From an optimization exercise on the open Yosys and OpenROAD flow, aimed at small area and a short achievable clock period; shortcuts taken in it are not production practice.
At most, simulation tests tie the RTL to the original design; equivalence was not proved.

Setup of cedar:
==> flow/design.v <==
module fir_filter (
   input  logic               clk,
   input  logic               rst,
   input  logic signed [15:0] inp,
   output logic signed [39:0] outp
);
   localparam logic [23:0] G_RESET = 24'hFF8000;    
   localparam logic [23:0] G_CONST = 24'hEF0001;
   logic signed [15:0] line [15];
   logic        [23:0] ysum;        
   logic        [16:0] dsum;        
   logic signed [16:0] d;
   logic        [23:0] gs, gc;
   logic        [23:0] ys, yc;
   logic signed [23:0] y;
   logic        [3:0]  cnt;     
   logic               v12;     
   logic        [23:0] xo, do16, nlo, gk;
   logic        [23:0] gs1, gc1, gs2, gc2, gs3, gc3;
   logic        [23:0] ys1, yc1, ys2, yc2, ys3, yc3;
   always_comb begin
      xo   = {8'd0, ~inp[15], inp[14:0]};                      
      do16 = {3'd0, ~d[16], d[15:0], 4'd0};                    
      nlo  = {8'd0, line[14][15], ~line[14][14:0]};           
      gk   = G_CONST;
      gs1 = gs ^ gc ^ do16;
      gc1 = ((gs & gc) | (gs & do16) | (gc & do16)) << 1;
      gs2 = gs1 ^ gc1 ^ nlo;
      gc2 = (((gs1 & gc1) | (gs1 & nlo) | (gc1 & nlo)) << 1) | (gk & 24'd1);
      gs3 = gs2 ^ gc2 ^ (xo | (gk & ~24'd1)) ;
      gc3 = ((gs2 & gc2) | (gs2 & (xo | (gk & ~24'd1))) | (gc2 & (xo | (gk & ~24'd1)))) << 1;
      ys1 = ys ^ yc ^ gs;
      yc1 = ((ys & yc) | (ys & gs) | (yc & gs)) << 1;
      ys2 = ys1 ^ yc1 ^ gc;
      yc2 = ((ys1 & yc1) | (ys1 & gc) | (yc1 & gc)) << 1;
      ys3 = ys2 ^ yc2 ^ xo;
      yc3 = ((ys2 & yc2) | (ys2 & xo) | (yc2 & xo)) << 1;
   end
   always_ff @(posedge clk) begin
      line[0] <= inp;
      for (int k = 1; k < 13; k++) line[k] <= line[k-1];
      if (rst) begin
         line[13] <= 16'sd0;
         line[14] <= 16'sd0;
         d        <= 17'sd0;
         gs       <= G_RESET;
         gc       <= 24'd0;
         ys       <= 24'd0;
         yc       <= 24'd0;
         y        <= 24'sd0;
         cnt      <= 4'd0;
         v12      <= 1'b0;
      end else begin
         line[13] <= v12 ? line[12] : 16'sd0;
         line[14] <= line[13];
         d        <= dsum;
         gs       <= gs3;
         gc       <= gc3;
         ys       <= ys3;
         yc       <= yc3;
         y        <= ysum;
         if (cnt != 4'd15) cnt <= cnt + 4'd1;
         v12      <= (cnt >= 4'd12);
      end
   end
   add_pp #(.W(24)) u_ysum (.a(ys), .b(yc), .ci(1'b0), .s(ysum));
   add_pp #(.W(17)) u_dsum (.a({line[14][15], line[14]}), .b(~{line[13][15], line[13]}), .ci(1'b1), .s(dsum));
   assign outp = 40'(y);
endmodule
module add_pp #(
   parameter int W = 24
) (
   input  logic [W-1:0] a,
   input  logic [W-1:0] b,
   input  logic         ci,
   output logic [W-1:0] s
);
   localparam int L = (W > 16) ? 5 : (W > 8) ? 4 : (W > 4) ? 3 : 2;    
   logic [W-1:0] p, g;
   logic [W-1:0] gp [L+1];
   logic [W-1:0] pp [L+1];
   always_comb begin
      p = a ^ b;
      g = a & b;
      gp[0] = g;
      pp[0] = p;
      gp[0][0] = g[0] | (p[0] & ci);
      for (int l = 0; l < L; l++) begin
         gp[l+1] = gp[l];
         pp[l+1] = pp[l];
         for (int i = 0; i < W; i++) begin
            if (((i >> l) & 1) == 1) begin
               gp[l+1][i] = gp[l][i] | (pp[l][i] & gp[l][((i >> l) << l) - 1]);
               pp[l+1][i] = pp[l][i] & pp[l][((i >> l) << l) - 1];
            end
         end
      end
      s[0] = p[0] ^ ci;
      for (int i = 1; i < W; i++) s[i] = p[i] ^ gp[L][i-1];
   end
endmodule
clock: 6.0 ns
lec_check: 0
cap_margin: 20
core_margin: 2
core_utilization: 40
cts_buf_list: sky130_fd_sc_hd__clkbuf_16
cts_cluster_diameter: 80
cts_cluster_size: 24
setup_slack_margin: 3.8
slew_margin: 20
standard.sh (not shown) runs the stock make flow with config.mk's settings and CLKGATE_MAP_FILE= SYNTH_SCRIPT=/design/flow/synth_recipe.tcl, a recipe that flattens the netlist after the stock synthesis.
==> flow/flow/run.sh <==
#!/bin/bash
# The standard layout, with plain buffers on the ports and timing repair
# free to resize cells across footprints.
set -e
bash standard.sh MATCH_CELL_FOOTPRINT=0 "BUFFER_PORTS_ARGS=-buffer_cell sky130_fd_sc_hd__buf_2" finish > standard.log 2>&1
Setup changes, cedar to onyx
diff --git a/flow/design.v b/flow/design.v
--- a/flow/design.v
+++ b/flow/design.v
@@ -74,9 +74,9 @@
    input  logic [W-1:0] b,
    input  logic         ci,
    output logic [W-1:0] s
 );
-   localparam int L = (W > 16) ? 5 : (W > 8) ? 4 : (W > 4) ? 3 : 2;    
+   localparam int L = $clog2(W);
    logic [W-1:0] p, g;
    logic [W-1:0] gp [L+1];
    logic [W-1:0] pp [L+1];
    always_comb begin
==> comparison <==
Comparing onyx against cedar, there is no change at all in async set-reset flop share out of synthesis. onyx: flow completed, timing, DRC and antenna clean. As far as depth of the worst register-to-register path goes, cedar and onyx are indistinguishable; the numbers are identical. As far as area growth from synthesis to layout goes, onyx and cedar are indistinguishable; the numbers are identical. Taking cedar as the reference, in onyx non-clock buffer count closely matched the old numbers; final area now sits at about the same level.
For onyx, only the layout was checked, not whether the RTL still works.

what the ideal ports hide:
No port has a modelled driver above. Below, the same layouts with a new extraction and two added sets of constraints. Step 1, drivers: a clkbuf_16 drives clk and a buf_2 each remaining input, both assumed. Step 2 adds t to the input delays and takes it off the output delays; t is the mean of the earliest and latest rising clock arrival at the registers after step 1. Input paths then give back, and output paths get back, about the clock's delay inside the block. Three values: ideal ports, drivers, drivers and shift; two values: the first two.
| run | t, ns | setup slack, ns | worst setup path at the end |
|---|---|---|---|
| cedar | 0.561 | 3.664 / 3.618 / 3.304 | input to register |
| onyx | 0.561 | 3.664 / 3.618 / 3.304 | input to register |
After both steps every run listed still meets setup and hold.
